This design comes from an exercise in tuning for small area and a short achievable clock period on the open sky130 flow, not from production work.
In this exercise RTL edits were held to simulation tests only and were not proved equivalent to the original.
Power and IR drop assume default switching activity.

[flow/run.sh]
#!/bin/bash
# synth_recipe.tcl (not shown) runs the flow's synth.tcl, then flattens the netlist and writes it again
# the make line also repeats each setting of config.mk as NAME=value (left out here)
make -C /OpenROAD-flow-scripts/flow DESIGN_CONFIG=/design/flow/config.mk WORK_HOME=/design/flow/orfs CLKGATE_MAP_FILE= SYNTH_SCRIPT=/design/flow/synth_recipe.tcl finish
[flow/constraint.sdc]
create_clock -name core_clock -period 9.0 [get_ports {clk}]
set_input_delay 1.8000 -clock core_clock [delete_from_list [all_inputs] [get_ports {clk}]]
set_output_delay 1.8000 -clock core_clock [all_outputs]
set_load 0.01 [all_outputs]
[flow/config.mk]
export PLATFORM = sky130hd
export DESIGN_NAME = ex_stage_top
export DESIGN_NICKNAME = ex_stage_top
export VERILOG_FILES = /design/flow/design.v
export SDC_FILE = /design/flow/constraint.sdc
export NUM_CORES = 4
export LEC_CHECK = 0
export CAP_MARGIN = 20
export CORE_MARGIN = 2
export CORE_UTILIZATION = 40
export SETUP_SLACK_MARGIN = 0.4
export SLEW_MARGIN = 20
[flow/design.v]
package rv_isa_pkg;
    typedef logic [64-1:0]   xlen_t;
    typedef logic [32-1:0] inst_t;
    typedef logic [5-1:0] reg_addr_t;
    typedef logic [64/8-1:0] byte_sel_t;
    typedef enum logic [3:0] {
        alu_add  = 4'd0,
        alu_sub  = 4'd1,
        alu_sll  = 4'd2,
        alu_slt  = 4'd3,
        alu_sltu = 4'd4,
        alu_xor  = 4'd5,
        alu_srl  = 4'd6,
        alu_sra  = 4'd7,
        alu_or   = 4'd8,
        alu_and  = 4'd9
    } alu_op_e;
    typedef enum logic [1:0] {
        src1_rs1  = 2'd0,
        src1_pc   = 2'd1,
        src1_zero = 2'd2
    } src1_sel_e;
    typedef enum logic [2:0] {
        src2_rs2   = 3'd0,
        src2_imm_i = 3'd1,
        src2_imm_u = 3'd2,
        src2_shamt = 3'd3,
        src2_four  = 3'd4,
        src2_imm_s = 3'd5
    } src2_sel_e;
    typedef enum logic [3:0] {
        br_none = 4'd0,
        br_jal  = 4'd1,
        br_jalr = 4'd2,
        br_beq  = 4'd3,
        br_bne  = 4'd4,
        br_blt  = 4'd5,
        br_bge  = 4'd6,
        br_bltu = 4'd7,
        br_bgeu = 4'd8
    } br_op_e;
    typedef enum logic [1:0] {
        mem_byte   = 2'd0,
        mem_half   = 2'd1,
        mem_word   = 2'd2,
        mem_double = 2'd3
    } mem_size_e;
endpackage
package ex_bus_pkg;
    typedef struct packed {
        logic                  valid;
        logic [3:0]            alu_op;
        logic                  alu_32;
        logic [1:0]            src1_sel;
        logic [2:0]            src2_sel;
        logic [3:0]            br_op;
        logic                  mem_en;
        logic                  mem_we;
        logic [1:0]            mem_size;
        logic                  load_unsigned;
        logic                  rf_we;
        logic [5-1:0] rf_waddr;
        logic                  sel_rf_res;
        logic [64-1:0]   pc;
        logic [32-1:0] inst;
        logic [64-1:0]   rs1_data;
        logic [64-1:0]   rs2_data;
    } id_to_ex_t;
    typedef struct packed {
        logic                  valid;
        logic [64-1:0]   pc;
        logic [64-1:0]   ex_result;
        logic                  mem_en;
        logic                  mem_we;
        logic [1:0]            mem_size;
        logic                  load_unsigned;
        logic                  rf_we;
        logic [5-1:0] rf_waddr;
        logic                  sel_rf_res;
    } ex_to_mem_t;
    typedef struct packed {
        logic                  rf_we;
        logic [5-1:0] rf_waddr;
        logic [64-1:0]   ex_result;
    } rf_bypass_t;
    typedef struct packed {
        logic              taken;
        logic [64-1:0] target;
    } br_redirect_t;
    typedef struct packed {
        logic                  en;
        logic                  we;
        logic [64-1:0]   addr;
        logic [64-1:0]   wdata;
        logic [64/8-1:0] sel;
    } dmem_req_t;
    typedef struct packed {
        logic [64-1:0] src1;
        logic [64-1:0] src2;
    } operands_t;
endpackage
`timescale 1ns/1ps
module ex_operand_sel (
    input  ex_bus_pkg::id_to_ex_t ex_i,
    output ex_bus_pkg::operands_t ops_o
);
    rv_isa_pkg::xlen_t imm_i;
    rv_isa_pkg::xlen_t imm_s;
    rv_isa_pkg::xlen_t imm_u;
    rv_isa_pkg::xlen_t shamt;
    assign imm_i = {{(64-12){ex_i.inst[31]}}, ex_i.inst[31:20]};
    assign imm_s = {{(64-12){ex_i.inst[31]}}, ex_i.inst[31:25], ex_i.inst[11:7]};
    assign imm_u = {{(64-32){ex_i.inst[31]}}, ex_i.inst[31:12], 12'b0};
    assign shamt = {{(64-6){1'b0}}, ex_i.inst[25:20]};
    always_comb begin
        case (ex_i.src1_sel)
            rv_isa_pkg::src1_rs1:  ops_o.src1 = ex_i.rs1_data;
            rv_isa_pkg::src1_pc:   ops_o.src1 = ex_i.pc;
            rv_isa_pkg::src1_zero: ops_o.src1 = '0;
            default:               ops_o.src1 = '0;
        endcase
    end
    always_comb begin
        case (ex_i.src2_sel)
            rv_isa_pkg::src2_rs2:   ops_o.src2 = ex_i.rs2_data;
            rv_isa_pkg::src2_imm_i: ops_o.src2 = imm_i;
            rv_isa_pkg::src2_imm_u: ops_o.src2 = imm_u;
            rv_isa_pkg::src2_shamt: ops_o.src2 = shamt;
            rv_isa_pkg::src2_four:  ops_o.src2 = rv_isa_pkg::xlen_t'(4);
            rv_isa_pkg::src2_imm_s: ops_o.src2 = imm_s;
            default:                ops_o.src2 = '0;
        endcase
    end
endmodule
`timescale 1ns/1ps
module ex_alu (
    input  logic [3:0]            op_i,
    input  logic                  word_i,
    input  ex_bus_pkg::operands_t ops_i,
    output rv_isa_pkg::xlen_t     result_o
);
    rv_isa_pkg::xlen_t a;
    rv_isa_pkg::xlen_t b;
    rv_isa_pkg::xlen_t raw;
    logic [5:0]        shamt;
    logic              a_sign;
    always_comb begin
        a_sign = (op_i == rv_isa_pkg::alu_srl) ? 1'b0 : ops_i.src1[31];
        if (word_i) begin
            a     = {{(64-32){a_sign}}, ops_i.src1[31:0]};
            b     = {{(64-32){ops_i.src2[31]}}, ops_i.src2[31:0]};
            shamt = {1'b0, ops_i.src2[4:0]};
        end else begin
            a     = ops_i.src1;
            b     = ops_i.src2;
            shamt = ops_i.src2[5:0];
        end
    end
    always_comb begin
        case (op_i)
            rv_isa_pkg::alu_add:  raw = a + b;
            rv_isa_pkg::alu_sub:  raw = a - b;
            rv_isa_pkg::alu_sll:  raw = a << shamt;
            rv_isa_pkg::alu_slt:  raw = rv_isa_pkg::xlen_t'($signed(a) < $signed(b));
            rv_isa_pkg::alu_sltu: raw = rv_isa_pkg::xlen_t'(a < b);
            rv_isa_pkg::alu_xor:  raw = a ^ b;
            rv_isa_pkg::alu_srl:  raw = a >> shamt;
            rv_isa_pkg::alu_sra:  raw = $signed(a) >>> shamt;
            rv_isa_pkg::alu_or:   raw = a | b;
            rv_isa_pkg::alu_and:  raw = a & b;
            default:              raw = '0;
        endcase
    end
    assign result_o = word_i ? {{(64-32){raw[31]}}, raw[31:0]} : raw;
endmodule
`timescale 1ns/1ps
module ex_branch_unit (
    input  ex_bus_pkg::id_to_ex_t    ex_i,
    output ex_bus_pkg::br_redirect_t redirect_o
);
    rv_isa_pkg::xlen_t imm_b;
    rv_isa_pkg::xlen_t imm_j;
    rv_isa_pkg::xlen_t imm_i;
    rv_isa_pkg::xlen_t target;
    logic              eq;
    logic              lt_s;
    logic              lt_u;
    logic              cond;
    assign imm_b = {{(64-13){ex_i.inst[31]}}, ex_i.inst[31], ex_i.inst[7],
                    ex_i.inst[30:25], ex_i.inst[11:8], 1'b0};
    assign imm_j = {{(64-21){ex_i.inst[31]}}, ex_i.inst[31], ex_i.inst[19:12],
                    ex_i.inst[20], ex_i.inst[30:21], 1'b0};
    assign imm_i = {{(64-12){ex_i.inst[31]}}, ex_i.inst[31:20]};
    assign eq   = (ex_i.rs1_data == ex_i.rs2_data);
    assign lt_s = ($signed(ex_i.rs1_data) < $signed(ex_i.rs2_data));
    assign lt_u = (ex_i.rs1_data < ex_i.rs2_data);
    always_comb begin
        case (ex_i.br_op)
            rv_isa_pkg::br_jal:  cond = 1'b1;
            rv_isa_pkg::br_jalr: cond = 1'b1;
            rv_isa_pkg::br_beq:  cond = eq;
            rv_isa_pkg::br_bne:  cond = !eq;
            rv_isa_pkg::br_blt:  cond = lt_s;
            rv_isa_pkg::br_bge:  cond = !lt_s;
            rv_isa_pkg::br_bltu: cond = lt_u;
            rv_isa_pkg::br_bgeu: cond = !lt_u;
            default:             cond = 1'b0;
        endcase
    end
    always_comb begin
        case (ex_i.br_op)
            rv_isa_pkg::br_jal:  target = ex_i.pc + imm_j;
            rv_isa_pkg::br_jalr: target = (ex_i.rs1_data + imm_i) & ~rv_isa_pkg::xlen_t'(1);
            default:             target = ex_i.pc + imm_b;
        endcase
    end
    assign redirect_o.taken  = ex_i.valid & cond;
    assign redirect_o.target = redirect_o.taken ? target : '0;
endmodule
`timescale 1ns/1ps
module ex_lsu_req (
    input  ex_bus_pkg::id_to_ex_t ex_i,
    input  rv_isa_pkg::xlen_t     addr_i,
    input  rv_isa_pkg::inst_t     id_inst_i,
    input  logic                  id_valid_i,
    output ex_bus_pkg::dmem_req_t dmem_req_o,
    output logic                  stall_load_o
);
    logic                  en;
    logic                  is_load;
    rv_isa_pkg::reg_addr_t id_rs1;
    rv_isa_pkg::reg_addr_t id_rs2;
    assign en = ex_i.valid & ex_i.mem_en;
    assign dmem_req_o.en   = en;
    assign dmem_req_o.we   = en & ex_i.mem_we;
    assign dmem_req_o.addr = addr_i;
    always_comb begin
        dmem_req_o.wdata = '0;
        dmem_req_o.sel   = '0;
        if (en) begin
            case (ex_i.mem_size)
                rv_isa_pkg::mem_byte: begin
                    dmem_req_o.wdata = {{(64-8){1'b0}}, ex_i.rs2_data[7:0]};
                    dmem_req_o.sel   = 8'h01;
                end
                rv_isa_pkg::mem_half: begin
                    dmem_req_o.wdata = {{(64-16){1'b0}}, ex_i.rs2_data[15:0]};
                    dmem_req_o.sel   = 8'h03;
                end
                rv_isa_pkg::mem_word: begin
                    dmem_req_o.wdata = {{(64-32){1'b0}}, ex_i.rs2_data[31:0]};
                    dmem_req_o.sel   = 8'h0f;
                end
                default: begin
                    dmem_req_o.wdata = ex_i.rs2_data;
                    dmem_req_o.sel   = 8'hff;
                end
            endcase
            if (!ex_i.mem_we) begin
                dmem_req_o.wdata = '0;
            end
        end
    end
    assign is_load = en & ~ex_i.mem_we & (ex_i.rf_waddr != '0);
    assign id_rs1  = id_inst_i[19:15];
    assign id_rs2  = id_inst_i[24:20];
    assign stall_load_o = is_load & id_valid_i &
                          ((ex_i.rf_waddr == id_rs1) | (ex_i.rf_waddr == id_rs2));
endmodule
`timescale 1ns/1ps
module ex_stage (
    input  logic                     clk,
    input  logic                     rst,
    input  logic                     stall_i,
    input  logic                     flush_i,
    input  ex_bus_pkg::id_to_ex_t    id_to_ex_i,
    output ex_bus_pkg::ex_to_mem_t   ex_to_mem_o,
    output ex_bus_pkg::rf_bypass_t   bypass_o,
    output ex_bus_pkg::br_redirect_t redirect_o,
    output ex_bus_pkg::dmem_req_t    dmem_req_o,
    output logic                     stall_load_o
);
    ex_bus_pkg::id_to_ex_t ex_q;
    ex_bus_pkg::operands_t ops;
    rv_isa_pkg::xlen_t     alu_result;
    always_ff @(posedge clk) begin
        if (rst) begin
            ex_q <= '0;
        end else if (flush_i) begin
            ex_q <= '0;
        end else if (!stall_i) begin
            ex_q <= id_to_ex_i;
        end
    end
    ex_operand_sel operand_sel_i (
        .ex_i  (ex_q),
        .ops_o (ops)
    );
    ex_alu alu_i (
        .op_i     (ex_q.alu_op),
        .word_i   (ex_q.alu_32),
        .ops_i    (ops),
        .result_o (alu_result)
    );
    ex_branch_unit branch_unit_i (
        .ex_i       (ex_q),
        .redirect_o (redirect_o)
    );
    ex_lsu_req lsu_req_i (
        .ex_i         (ex_q),
        .addr_i       (alu_result),
        .id_inst_i    (id_to_ex_i.inst),
        .id_valid_i   (id_to_ex_i.valid),
        .dmem_req_o   (dmem_req_o),
        .stall_load_o (stall_load_o)
    );
    assign ex_to_mem_o.valid         = ex_q.valid;
    assign ex_to_mem_o.pc            = ex_q.pc;
    assign ex_to_mem_o.ex_result     = alu_result;
    assign ex_to_mem_o.mem_en        = ex_q.mem_en;
    assign ex_to_mem_o.mem_we        = ex_q.mem_we;
    assign ex_to_mem_o.mem_size      = ex_q.mem_size;
    assign ex_to_mem_o.load_unsigned = ex_q.load_unsigned;
    assign ex_to_mem_o.rf_we         = ex_q.rf_we;
    assign ex_to_mem_o.rf_waddr      = ex_q.rf_waddr;
    assign ex_to_mem_o.sel_rf_res    = ex_q.sel_rf_res;
    assign bypass_o.rf_we     = ex_q.rf_we & ex_q.valid;
    assign bypass_o.rf_waddr  = ex_q.rf_waddr;
    assign bypass_o.ex_result = alu_result;
endmodule
`timescale 1ns/1ps
module ex_stage_top (
    input  logic         clk,
    input  logic         rst,
    input  logic         stall_i,
    input  logic         flush_i,
    input  logic [250:0] id_to_ex_i,
    output logic [140:0] ex_to_mem_o,
    output logic [69:0]  bypass_o,
    output logic [64:0]  redirect_o,
    output logic [137:0] dmem_req_o,
    output logic         stall_load_o
);
    ex_bus_pkg::id_to_ex_t    id_to_ex;
    ex_bus_pkg::ex_to_mem_t   ex_to_mem;
    ex_bus_pkg::rf_bypass_t   bypass;
    ex_bus_pkg::br_redirect_t redirect;
    ex_bus_pkg::dmem_req_t    dmem_req;
    assign id_to_ex = id_to_ex_i;
    ex_stage ex_stage_i (
        .clk          (clk),
        .rst          (rst),
        .stall_i      (stall_i),
        .flush_i      (flush_i),
        .id_to_ex_i   (id_to_ex),
        .ex_to_mem_o  (ex_to_mem),
        .bypass_o     (bypass),
        .redirect_o   (redirect),
        .dmem_req_o   (dmem_req),
        .stall_load_o (stall_load_o)
    );
    assign ex_to_mem_o = ex_to_mem;
    assign bypass_o    = bypass;
    assign redirect_o  = redirect;
    assign dmem_req_o  = dmem_req;
endmodule
==> summary.md <==
| Metric | Value |
|---|---|
| Count leader, synth | `nor2_1` |
| Final Core Density | `a little under half` |
| CP delay by family, top | `compound AO/OA/AOI/OAI gates` |
| Distinct cell type count after synthesis | `108` |
| Mapped cell area | `around 42000 µm²` |
| Vias per cell | `between 6 and 7` |
| Top cells by count, synth | `831 x nor2_1, 532 x a21oi_1, 468 x nand2_1` |
| Largest Register | `ex_stage_i.ex_q` |
| Largest register FFs | `about 240` |
| Reg clk slew, reported paths | `60 ps` |
| Sink Count | `around 240` |
| Worst endpoint required time | `7200 ps` |
| Sequential-to-total area share from yosys stat | `between 10% and 20%` |
| Worst path most repeated cell | `buf_4` |
| Ranking of synthesized cells by area | `dfxtp_1 12%, ha_1 11%, mux2i_1 10%` |
| DRC Markers | `0` |
| Largest net degree at the start of global routing | `between 150 and 200` |
| Layout cell share with drive strength beyond 1 | `under 10%` |
| Drt total wl | `around 240 mm` |
| YS warnings | `5` |
| Hold WC Path Type | `reg -> reg` |
| Starting density of the core | `40.2%` |
| Final hold violations | `0` |
| I/O Pins | `670` |
| Global-route wire length before repair | `334 mm` |
| Overall Global Routing Usage | `41.6%` |
| Setup_tns | `0 ps` |
| Synth top area share | `11.6%` |
| Clock root buffer | `clkbuf_16` |
| Final setup viols | `0` |
| DRT Pass-1 Iters | `7` |
| Skew final | `0 ps` |
| Maximum vdd drop | `0.000124 V` |
| Fmax | `approximately 0.12 GHz` |
| RSZ-0062 raised after global routing | `true` |
| Max-capacitance violation count | `0` |
| Synth area leader | `dfxtp_1` |
| Synth Instances | `about 6100` |
| DRT iter0 DRCs | `7875` |
| FFs w/ async S/R, synth | `0%` |
| Final Cell Area | `approximately 50000 µm²` |
| Worst-Skew Late Latency | `roughly 610 ps` |
| Worst path slowest cell | `clkdlybuf4s50_1` |
| Max Slew Vio Count | `0` |
| Crit path DAT | `just under 7000 ps` |
| CP Buf/Inv Count | `7` |
| CTS Hold Bufs | `0` |
| WS Path Type | `reg -> out` |
| Slew margin rel. | `a little under an eighth` |
| Die width | `approximately 330 µm` |
| Drt wl/cell | `30.2 µm` |
| GP Congestion | `about 1.1` |
| Outcome | `complete, no violations` |
| Final worst setup slack | `432 ps` |
| Register bit total from synthesis | `244` |
| I/O Buffers | `662` |
| Initial antenna violation count | `11` |
| CP endpoint kind | `output port` |
| Mapped Nets | `slightly below 7000` |
| CTS Buffer Depth | `3` |
| Post-DP HPWL | `between 150 and 200 mm` |
| Placed Area | `around 50000 µm²` |
| Critical Path Max Stage Delay | `590 ps` |
| Vert. Die Dim | `roughly 330 µm` |
| Worst Path Max Fanout | `18` |
| P per Cell Area | `between 90 and 100 nW/µm²` |
| Syn avg cell area | `slightly below 7 µm²` |
| CTS tree | `built` |
| Crit share post-route | `95.2%` |
| Layout area overhead | `19.1%` |
| Period minus WS final | `between 8000 and 9000 ps` |
| Leakage | `around 22 nW` |
| Gr ovfl total | `0` |
| H-tree depth | `1` |
| Final nets | `7075` |
| Top flop regs | `ex_stage_i.ex_q x244` |
| Die area | `108000 µm²` |
| CP Launch Type | `register` |
| Antenna viol nets, final | `0` |
| Setup Slack @ Placement | `about 480 ps` |
| Total power | `0.00488 W` |
| Num CTS Buffers | `30` |
| Worst-margin pin slew | `~1300 ps` |
| Vias | `slightly above 50000` |
| Number of synthesized flops with an enable pin | `0` |
| Vias in the first global route | `46900` |
| # rows | `around 120` |
| Synth Flop Type | `dfxtp_1` |
| Critical Path, Cell by Cell | `inv_1 -> nor3_2 -> buf_4 -> a21o_1 -> a21oi_2 -> buf_4 -> a21oi_1 -> ha_2 -> inv_1 -> a21oi_1 -> o211ai_1 -> a31oi_1 -> nor2b_1 -> o31ai_1 -> o211ai_1 -> buf_4 -> a221o_1 -> a211oi_1 -> buf_4 -> o21ai_0 -> clkdlybuf4s50_1` |
| Core Footprint | `105000 µm²` |
-- per-stage QoR --
step                hold WS (ps)  cells
floorplan                    465   6149
global placement             477   7789
detailed placement           495   7789
CTS                          509   7846
global route                 553   7850
finish                       512   7853
-- cell families after synthesis --
family                     share of synthesized area, %
buffers and inverters                              11.0
adders and majority gates                          11.5
AOI/OAI and AO/OA                                  29.6
muxes                                              11.9
and+or+nand+nor                                    21.6
xor gates and xnor gates                           2.94
DFF                                                11.6
-- final cells by class --
class                           count  area (µm²)
Timing Repair Buffer              897        8490
Inverter                          302        1140
Antenna cell                        6        15.0
Fill cell                       11000       54800
Clock inverter                     15         184
Multi-Input combinational cell   4958       33000
Sequential cell                   244        4900
Clock buffer                       40         848
Tap cell                         1391        1740
-- worst reg2reg max path: cells and delay by family (launching register included) --
| family | cells | cell delay (ps) |
|---|---|---|
| muxes | 1 | 270 |
| buffers and inverters | 1 | 400 |
| and+or+nand+nor | 1 | 140 |
| DFF | 1 | 580 |
-- metal layers --
metal | GRT usage (%) | vias up | part of all wire, %
met1 | 56.3 | 24500 | 41
met2 | 60.9 | 3453 | 41
met4 | 21.6 | 10 | 6.4
li1 | - | 22700 | -
met3 | 9.87 | 629 | 12
met5 | 0 | - | 0.028
-- timing repair --
| item | CTS | global route |
|---|---|---|
| buffers inserted | 2 | 1 |
| pin swaps | 1 | 1 |
| resized for setup | 10 | 39 |
| setup endpoints to repair | 61 | 109 |
-- final timing paths --
kind	start	to	slack, ps	depth (start not counted)
worst min register to register	ex_stage_i.ex_q[224]	ex_stage_i.ex_q[224]	510	2
worst max-delay path	ex_stage_i.ex_q[241]	bypass_o[47]	430	21
worst min-delay path	ex_stage_i.ex_q[224]	ex_stage_i.ex_q[224]	510	2
worst max register to register	ex_stage_i.ex_q[243]	ex_stage_i.ex_q[243]	7550	3
-- power breakdown --
group	switching, W	internal (W)	leakage (nW)
Sequential	0.0000825	0.00112	1.99
Clock	0.000554	0.000751	0.509
Combinational	0.00146	0.000923	19.1
Total	0.00209	0.00279	21.6
-- layout by cell type (no fill, tap or decap), types with 51 or more instances in the layout --
cell	instances
a211oi_1	84
a21o_1	145
a21oi_1	526
a221oi_1	62
a31oi_1	59
and3_1	90
buf_4	226
clkdlybuf4s50_1	661
dfxtp_1	239
ha_1	380
inv_1	294
mux2i_1	431
nand2_1	467
nand3_1	202
nand4_1	57
nor2_1	820
nor3_1	90
o211ai_1	102
o21ai_0	414
o221ai_1	51
o22ai_1	56
xnor2_1	86
xor2_1	56

## static timing again, ports no longer ideal
Ports are ideal in the flow. The routed layout listed here was re-timed in OpenROAD.
Step 1, drivers: a clkbuf_16 drives clk and a buf_2 each remaining input, both assumed.
Step 2 times the ports against the registers' clock, not the clock port: input delays grow and output delays shrink by t, the midpoint of the rising clock arrivals with the driver on.
Three values: ideal ports, drivers, drivers and shift; two values: the first two.
shift t [ns]: 0.688
setup WS [ns]: 0.432 / 0.360 / 1.047
worst setup path at the end: register to output
latest minus earliest clock arrival (ns): 0.045 / 0.045
After both steps setup and hold are still met in this run. The setup slack of this run moves by -0.072 ns with the drivers and by +0.615 ns with both steps.
